Source: an optimization exercise on an open RTL-to-GDS flow (aim: small area, a short achievable clock period and few clock cycles per item). Production flows keep margins and buffers that such runs may drop.
In this exercise RTL edits were held to simulation tests only and were not proved equivalent to the original.
Power figures rest on the tool's default switching activity, not on a simulated workload.

===== flow/config.mk =====
export PLATFORM = sky130hd
export DESIGN_NAME = sha256_top
export DESIGN_NICKNAME = sha256_top
export VERILOG_FILES = /design/flow/design.v
export SDC_FILE = /design/flow/constraint.sdc
export NUM_CORES = 4
export LEC_CHECK = 0
export CAP_MARGIN = 20
export CORE_MARGIN = 2
export CORE_UTILIZATION = 40
export SLEW_MARGIN = 20

===== flow/constraint.sdc =====
create_clock -name core_clock -period 10.0 [get_ports {clk}]
set_input_delay 2.0000 -clock core_clock [delete_from_list [all_inputs] [get_ports {clk}]]
set_output_delay 2.0000 -clock core_clock [all_outputs]
set_load 0.01 [all_outputs]

===== flow/design.v =====
`timescale 1ns/1ps
`default_nettype none
package sha256_pkg;
	typedef logic [31:0]  word_t;
	typedef logic [7:0]   byte_t;
	typedef logic [511:0] block_t;
	typedef logic [5:0]   round_idx_t;
	localparam int ROUNDS       = 64;
	localparam int DIGEST_WORDS = 8;
	localparam int SCHED_WORDS  = 16;
	typedef struct packed {
		logic h_valid;
		logic msg_valid;
		logic pad;
		logic init;
		logic round;
		logic accum;
		logic clear;
	} ctrl_t;
	typedef enum logic [2:0] {
		IDLE,
		LOAD_H,
		LOAD_MSG,
		PAD,
		ROUND,
		ACCUM,
		WRITE
	} state_t;
	function automatic word_t rotr(input word_t x, input int n);
		rotr = (x >> n) | (x << (32 - n));
	endfunction
	function automatic word_t ssig0(input word_t x);
		ssig0 = rotr(x, 7) ^ rotr(x, 18) ^ (x >> 3);
	endfunction
	function automatic word_t ssig1(input word_t x);
		ssig1 = rotr(x, 17) ^ rotr(x, 19) ^ (x >> 10);
	endfunction
	function automatic word_t bsig0(input word_t x);
		bsig0 = rotr(x, 2) ^ rotr(x, 13) ^ rotr(x, 22);
	endfunction
	function automatic word_t bsig1(input word_t x);
		bsig1 = rotr(x, 6) ^ rotr(x, 11) ^ rotr(x, 25);
	endfunction
	function automatic word_t ch(input word_t x, input word_t y, input word_t z);
		ch = (x & y) ^ (~x & z);
	endfunction
	function automatic word_t maj(input word_t x, input word_t y, input word_t z);
		maj = (x & y) ^ (x & z) ^ (y & z);
	endfunction
endpackage
`default_nettype wire
`timescale 1ns/1ps
`default_nettype none
module step_counter (
	input  wire        clk,
	input  wire        rst,
	input  wire        clr,
	input  wire        inc,
	output sha256_pkg::round_idx_t count
);
	always_ff @(posedge clk)
	begin
		if (rst || clr)
			count <= '0;
		else if (inc)
			count <= count + 1'b1;
	end
endmodule
`default_nettype wire
`timescale 1ns/1ps
`default_nettype none
module sha256_control #(
	parameter int MAX_MSG_LEN = 55,
	localparam int LEN_W = $clog2(MAX_MSG_LEN + 1)
) (
	input  wire             clk,
	input  wire             rst,
	input  wire             go,
	input  wire [LEN_W-1:0] msg_length,
	input  wire sha256_pkg::round_idx_t count,
	output sha256_pkg::ctrl_t           ctrl,
	output logic            count_clr,
	output logic            count_inc,
	output logic            finish,
	output logic            msg_enable,
	output logic            kmem_enable,
	output logic            hmem_enable,
	output logic            dom_enable,
	output logic            dom_write
);
	sha256_pkg::state_t state;
	sha256_pkg::state_t state_nxt;
	logic [LEN_W-1:0] len_q;
	logic last;
	always_comb
	begin
		last = 1'b0;
		state_nxt = sha256_pkg::IDLE;
		case (state)
			sha256_pkg::LOAD_H:
			begin
				last = (count == sha256_pkg::round_idx_t'(sha256_pkg::DIGEST_WORDS - 1));
				state_nxt = (len_q == '0) ? sha256_pkg::PAD : sha256_pkg::LOAD_MSG;
			end
			sha256_pkg::LOAD_MSG:
			begin
				last = (count == sha256_pkg::round_idx_t'(len_q - 1'b1));
				state_nxt = sha256_pkg::PAD;
			end
			sha256_pkg::PAD:
			begin
				last = (count == sha256_pkg::round_idx_t'(1));
				state_nxt = sha256_pkg::ROUND;
			end
			sha256_pkg::ROUND:
			begin
				last = (count == sha256_pkg::round_idx_t'(sha256_pkg::ROUNDS - 1));
				state_nxt = sha256_pkg::ACCUM;
			end
			sha256_pkg::ACCUM:
			begin
				last = (count == sha256_pkg::round_idx_t'(1));
				state_nxt = sha256_pkg::WRITE;
			end
			sha256_pkg::WRITE:
			begin
				last = (count == sha256_pkg::round_idx_t'(sha256_pkg::DIGEST_WORDS - 1));
				state_nxt = sha256_pkg::IDLE;
			end
			default:
			begin
				last = go;
				state_nxt = sha256_pkg::LOAD_H;
			end
		endcase
		if (!last)
			state_nxt = state;
	end
	assign count_clr   = last;
	assign count_inc   = (state != sha256_pkg::IDLE);
	assign finish      = (state == sha256_pkg::IDLE);
	assign hmem_enable = (state == sha256_pkg::LOAD_H);
	assign msg_enable  = (state == sha256_pkg::LOAD_MSG);
	assign kmem_enable = (state == sha256_pkg::ROUND);
	assign dom_enable  = (state == sha256_pkg::WRITE);
	assign dom_write   = (state == sha256_pkg::WRITE);
	always_ff @(posedge clk)
	begin
		if (rst)
		begin
			state <= sha256_pkg::IDLE;
			len_q <= '0;
			ctrl  <= '0;
		end
		else
		begin
			state <= state_nxt;
			if ((state == sha256_pkg::IDLE) && go)
				len_q <= msg_length;
			ctrl.clear     <= (state == sha256_pkg::IDLE) && go;
			ctrl.h_valid   <= hmem_enable;
			ctrl.msg_valid <= msg_enable;
			ctrl.pad       <= (state == sha256_pkg::PAD) && (count == '0);
			ctrl.round     <= kmem_enable;
			ctrl.init      <= kmem_enable && (count == '0);
			ctrl.accum     <= (state == sha256_pkg::ACCUM) && (count == '0);
		end
	end
endmodule
`default_nettype wire
`timescale 1ns/1ps
`default_nettype none
module message_loader #(
	parameter int MAX_MSG_LEN = 55,
	localparam int LEN_W = $clog2(MAX_MSG_LEN + 1)
) (
	input  wire             clk,
	input  wire             rst,
	input  wire sha256_pkg::ctrl_t      ctrl,
	input  wire [LEN_W-1:0] msg_length,
	input  wire sha256_pkg::round_idx_t slot,
	input  wire sha256_pkg::byte_t      msg_data,
	output sha256_pkg::block_t          block
);
	logic [LEN_W-1:0] len_q;
	sha256_pkg::round_idx_t slot_q;
	logic [8:0] byte_lsb;
	logic [8:0] mark_lsb;
	always_ff @(posedge clk)
	begin
		if (rst)
			len_q <= '0;
		else if (ctrl.clear)
			len_q <= msg_length;
	end
	assign byte_lsb = 9'd504 - {slot_q, 3'b000};
	assign mark_lsb = 9'd504 - {sha256_pkg::round_idx_t'(len_q), 3'b000};
	always_ff @(posedge clk)
	begin
		slot_q <= slot;
		if (ctrl.clear)
			block <= '0;
		else if (ctrl.msg_valid)
			block[byte_lsb +: 8] <= msg_data;
		else if (ctrl.pad)
		begin
			block[mark_lsb +: 8] <= 8'h80;
			block[63:0] <= 64'(len_q) << 3;
		end
	end
endmodule
`default_nettype wire
`timescale 1ns/1ps
`default_nettype none
module schedule_unit (
	input  wire        clk,
	input  wire        rst,
	input  wire sha256_pkg::ctrl_t ctrl,
	input  wire sha256_pkg::block_t block,
	output sha256_pkg::word_t      w
);
	sha256_pkg::word_t [sha256_pkg::SCHED_WORDS-1:0] win_q;
	sha256_pkg::word_t w_new;
	logic load_q;
	always_ff @(posedge clk)
	begin
		if (rst)
			load_q <= 1'b0;
		else
			load_q <= ctrl.pad;
	end
	assign w_new = sha256_pkg::ssig1(win_q[1]) + win_q[6] + sha256_pkg::ssig0(win_q[14]) + win_q[15];
	always_ff @(posedge clk)
	begin
		if (load_q)
			win_q <= block;
		else if (ctrl.round)
			win_q <= {win_q[sha256_pkg::SCHED_WORDS-2:0], w_new};
	end
	assign w = win_q[sha256_pkg::SCHED_WORDS-1];
endmodule
`default_nettype wire
`timescale 1ns/1ps
`default_nettype none
module compression_core (
	input  wire             clk,
	input  wire             rst,
	input  wire sha256_pkg::ctrl_t      ctrl,
	input  wire sha256_pkg::word_t      hmem_data,
	input  wire sha256_pkg::word_t      k,
	input  wire sha256_pkg::word_t      w,
	input  wire sha256_pkg::round_idx_t slot,
	output sha256_pkg::word_t           dom_data
);
	sha256_pkg::word_t [sha256_pkg::DIGEST_WORDS-1:0] h_q;
	sha256_pkg::word_t [sha256_pkg::DIGEST_WORDS-1:0] v_q;
	sha256_pkg::word_t [sha256_pkg::DIGEST_WORDS-1:0] src;
	sha256_pkg::word_t [sha256_pkg::DIGEST_WORDS-1:0] v_nxt;
	sha256_pkg::word_t t1;
	sha256_pkg::word_t t2;
	always_comb
	begin
		src = ctrl.init ? h_q : v_q;
		t1 = src[7] + sha256_pkg::bsig1(src[4]) + sha256_pkg::ch(src[4], src[5], src[6]) + k + w;
		t2 = sha256_pkg::bsig0(src[0]) + sha256_pkg::maj(src[0], src[1], src[2]);
		v_nxt = {src[6:4], src[3] + t1, src[2:0], t1 + t2};
	end
	always_ff @(posedge clk)
	begin
		if (ctrl.round)
			v_q <= v_nxt;
	end
	always_ff @(posedge clk)
	begin
		if (rst)
			h_q <= '0;
		else if (ctrl.h_valid)
			h_q <= {hmem_data, h_q[sha256_pkg::DIGEST_WORDS-1:1]};
		else if (ctrl.accum)
		begin
			for (int i = 0; i < sha256_pkg::DIGEST_WORDS; i++)
				h_q[i] <= h_q[i] + v_q[i];
		end
	end
	assign dom_data = h_q[slot[2:0]];
endmodule
`default_nettype wire
`timescale 1ns/1ps
`default_nettype none
module sha256_top #(
	parameter int MAX_MSG_LEN = 55,
	localparam int LEN_W = $clog2(MAX_MSG_LEN + 1),
	localparam int ADDR_W = (MAX_MSG_LEN > 1) ? $clog2(MAX_MSG_LEN) : 1
) (
	input  wire              clk,
	input  wire              rst,
	input  wire              go,
	input  wire [LEN_W-1:0]  msg_length,
	input  wire sha256_pkg::byte_t       msg_data,
	input  wire sha256_pkg::word_t       kmem_data,
	input  wire sha256_pkg::word_t       hmem_data,
	output logic             finish,
	output logic             msg_enable,
	output logic [ADDR_W-1:0] msg_address,
	output logic             kmem_enable,
	output sha256_pkg::round_idx_t       kmem_address,
	output logic             hmem_enable,
	output logic [2:0]       hmem_address,
	output logic             dom_enable,
	output logic             dom_write,
	output logic [2:0]       dom_address,
	output sha256_pkg::word_t            dom_data
);
	sha256_pkg::ctrl_t ctrl;
	logic count_clr;
	logic count_inc;
	sha256_pkg::round_idx_t count;
	sha256_pkg::block_t block;
	sha256_pkg::word_t w;
	assign msg_address  = count[ADDR_W-1:0];
	assign kmem_address = count;
	assign hmem_address = count[2:0];
	assign dom_address  = count[2:0];
	sha256_control #(
		.MAX_MSG_LEN(MAX_MSG_LEN)
	) u_control (
		.clk         (clk),
		.rst         (rst),
		.go          (go),
		.msg_length  (msg_length),
		.count       (count),
		.ctrl        (ctrl),
		.count_clr   (count_clr),
		.count_inc   (count_inc),
		.finish      (finish),
		.msg_enable  (msg_enable),
		.kmem_enable (kmem_enable),
		.hmem_enable (hmem_enable),
		.dom_enable  (dom_enable),
		.dom_write   (dom_write)
	);
	step_counter u_counter (
		.clk   (clk),
		.rst   (rst),
		.clr   (count_clr),
		.inc   (count_inc),
		.count (count)
	);
	message_loader #(
		.MAX_MSG_LEN(MAX_MSG_LEN)
	) u_loader (
		.clk        (clk),
		.rst        (rst),
		.ctrl       (ctrl),
		.msg_length (msg_length),
		.slot       (count),
		.msg_data   (msg_data),
		.block      (block)
	);
	schedule_unit u_schedule (
		.clk   (clk),
		.rst   (rst),
		.ctrl  (ctrl),
		.block (block),
		.w     (w)
	);
	compression_core u_core (
		.clk       (clk),
		.rst       (rst),
		.ctrl      (ctrl),
		.hmem_data (hmem_data),
		.k         (kmem_data),
		.w         (w),
		.slot      (count),
		.dom_data  (dom_data)
	);
endmodule
`default_nettype wire

===== flow/run.sh =====
#!/bin/bash
# synth_recipe.tcl (not shown) runs the flow's synth.tcl, then flattens the netlist and writes it again
# the make line also repeats each setting of config.mk as NAME=value (left out here)
make -C /OpenROAD-flow-scripts/flow DESIGN_CONFIG=/design/flow/config.mk WORK_HOME=/design/flow/orfs CLKGATE_MAP_FILE= SYNTH_SCRIPT=/design/flow/synth_recipe.tcl finish

==> reports/results.txt <==
syn nets = 9232
TritonRoute pass-1 iters = 5
CP top delay family = compound AO/OA/AOI/OAI gates
Synth Area in Compound Gates = 0.1547
Power Dens Cells = 157.0 nW/um2
Critical Path Sink Type = flip-flop
WS Path Type = reg -> reg
Die H = 478.1 um
multiplexer share of the synthesized area = 0.1245
clock-pin slew on the worst setup and hold paths = 70 ps
top cell type's share of synthesized area = 0.2565
synthesized flop and latch total = 1571
crit path launch type = flip-flop
largest net degree at the start of global routing = 177
WHS Endpoint = u_schedule.win_q[487]
Synth Area in Simple Gates = 0.09323
DRC errors left = 0
Comb power frac = 0.129
sw power = 4240 uW
Critical Path AT = 9500 ps
boundary pin count = 137
Int Power = 11540 uW
Worst-Margin Slew = 1230 ps
commonest non-fill, non-tap cell in the layout = nor2_1
required time worst endpoint = 10700 ps
most frequent cells in the layout = nor2_1 (1030), dfxtp_1 (793), edfxtp_1 (768)
final hold vios = 0
CTS sink cnt = 1571
hold depth = 1
sw frac = 0.2687
clock buffer depth = 3
Critical R2R Capture = u_core.v_q[28]
All-Layer GR Usage = 0.2535
worst path buffer plus inverter count = 3
mean post-synth cell area = 10.48 um2
Leak Pwr = 0.03722 uW
FFs w/ async S/R, synth = 0
vias = 68670
final setup vio count = 0
XOR/XNOR share of the synthesized area = 0.05488
Core ar. = 224200 um2
Main synth FF type = dfxtp_1
unrepaired setup endpoints after global routing = false
reg-to-reg slack, setup = 1200 ps
vias in the first global route = 67010
grt total ovfl = 0
post-route ant nets = 0
Worst slew margin = 0.1803
R2R depth = 30
status = no timing/DRC/antenna violations
Crit path depth = 30
Post-Synthesis Cells = 8577
Clock Latency Late Sink = 900 ps
Synth cell types = 93
Tmin final = 8798 ps
Final #Nets = 9238
clock share of power = 0.433
Max-Cap Viols = 0
initial antenna violation count = 13
drt total wl = 298000 um
upper clock frequency limit = 113.7 MHz
CTS tree = built
die area = 228600 um2
Netlist Area Pre-Place = 89920 um2
IO buf count = 136
dominant cell type by area after synthesis = edfxtp_1
max-slew violation count = 0
FP Rows = 174
clk root buf = clkbuf_16
Layout area overhead = 11.82%
synth top area cells = edfxtp_1 (26%), dfxtp_1 (18%), mux2_2 (8.8%)
DR WL/cell = 25.40 um
number of synthesized flops with an enable pin = 768
sequential share of the synthesized area = 0.4353
fin crit share = 0.8798
Worst Hold Launch = u_loader.block[487]
setup TNS = 0 ps
Synth Area in Adders = 0.09849
Worst R2R Start = u_control.ctrl[3]
main combinational cell family by area after synthesis = compound AO/OA/AOI/OAI gates
VDD IR max = 0.1926 mV
Worst Skew = 116.8 ps
Initial Util = 0.4010
DRT iter0 DRCs = 6683
hold crit path type = reg -> reg
Num CTS Buffers = 178
first-pass GRT wire length = 440100 um
gpl congestion = 0.9769
# hold bufs at CTS = 0
die width = 478.1 um
maximum fanout along the worst path = 42
Sequential Power Share = 0.438
hpwl dp = 214000 um
postcts setup bufs = 0
vias per cell = 5.852
Slowest-stage cell, CP = dfxtp_4
number of gates resized after CTS = 0
final design utilization = 0.4484
worst stage delay on the critical path = 730 ps
fraction of layout cells with a size suffix above 1 = 0.1415
Synthesis Warnings = 5
H-tree depth = 4
## cells in the mapped netlist (all sizes together) (155+ instances only)
master / instances
nor2: 1033
a21oi: 519
nand2: 395
inv: 491
clkbuf: 344
edfxtp: 768
a21o: 155
o21ai: 258
dfxtp: 803
mux2i: 179
ha: 379
fa: 195
mux2: 704
xnor2: 439
a22oi: 511
## registers in the layout, indices dropped and copies added, names as in the netlist
signal and cells:
u_control.ctrl 7, u_control.len_q 6, u_control.state 3, u_core.h_q 256, u_core.v_q 256, u_counter.count 6, u_loader.block 512, u_loader.len_q 6
u_loader.slot_q 6, u_schedule.load_q 1, u_schedule.win_q 512
## stage by stage
step	power, uW	instances	hold WS [ps]	setup WS [ps]	instance area, um2
2_1_floorplan	8470	8577	404.0	1037	89920
3_3_place_gp	8993	11400	451.6	458.5	94400
3_5_place_dp	9042	11400	456.8	459.5	94400
4_1_cts	15850	11730	450.8	1198	100500
5_1_grt	16330	11730	479.3	718.6	100500
6_report	15780	11740	453.2	1202	100500
## metal layers
metal,vias to the layer above,global-route usage,wire length (um)
met2,2600,0.4063,137300
met4,2,0.1012,12730
met3,491,0.03516,18840
li1,31270,-,-
met5,-,0,13
met1,34310,0.3453,129100
## logic make-up (layout without fill, tap and decap cells)
family / after synthesis / in the layout
multiplexers: 948 / 948
flip-flops: 1571 / 1571
AND/OR/NAND/NOR: 1931 / 1931
other: 0 / 2
AO/OA/AOI/OAI: 2060 / 2060
XOR/XNOR: 557 / 557
adder cells (fa/ha/maj): 595 / 595
buffers and inverters: 915 / 1079
## final cells by class
class | instances | area [um2]
diodes | 2 | 5.005
repair buffers | 248 | 2282
clock buffers | 254 | 5021
well taps | 2992 | 3744
multi-input cells | 6091 | 47340
flip-flops and latches | 1571 | 39170
clock inverters | 84 | 1122
fillers | 21000 | 123700
inverters | 493 | 1861
## power by group through the flow
stage,logic [uW],registers [uW],clock network [uW]
5_1_grt,2230,6920,7180
3_3_place_gp,1950,7040,0
3_5_place_dp,2000,7050,0
4_1_cts,2010,6910,6930
6_report,2040,6910,6830
2_1_floorplan,1470,7000,0
## worst register-to-register path, delay by kind of cell (launching register included)
kind / cells / cell delay, ps
AO/OA/AOI/OAI: 12 / 2560
adder cells (fa/ha/maj): 5 / 2120
AND/OR/NAND/NOR: 6 / 1170
buffers and inverters: 3 / 1050
XOR/XNOR: 3 / 750
flip-flops: 1 / 730
multiplexers: 1 / 260
## worst max path at each step
stage / start / endpoint / slack (ps)
4_1_cts: u_control.ctrl[3] / u_core.v_q[28] / 1200
3_3_place_gp: kmem_data[2] / u_core.v_q[28] / 460
5_1_grt: u_control.ctrl[3] / u_core.v_q[28] / 720
2_1_floorplan: u_control.ctrl[2] / u_schedule.win_q[0] / 1040
3_5_place_dp: kmem_data[1] / u_core.v_q[28] / 460
6_report: u_control.ctrl[3] / u_core.v_q[28] / 1200
Testbench counts, summed over its fixed seeds: cycles 57,466, hashes 512.

afterwards: timing with drivers on the ports:
The flow's constraints put no driver on any port. The routed layout listed below was extracted and timed again, unchanged, in two steps.
Step 1 sets driving cells, clkbuf_16 on the clock port and buf_2 on the other inputs (assumed; they add their load-dependent delay and slew).
Step 2 times the ports against the registers' clock, not the clock port: input delays grow and output delays shrink by t, the midpoint of the rising clock arrivals with the driver on.
a / b / c = ideal ports / drivers / drivers and shift; a / b = the first two.
t, ns: 0.927
setup slack, ns: 1.202 / 1.202 / 0.460
pins driven straight from the clock port: 1
After both steps this run still meets setup and hold. For this run, drivers alone change the setup slack by 0.000 ns; drivers and shift together by -0.742 ns.
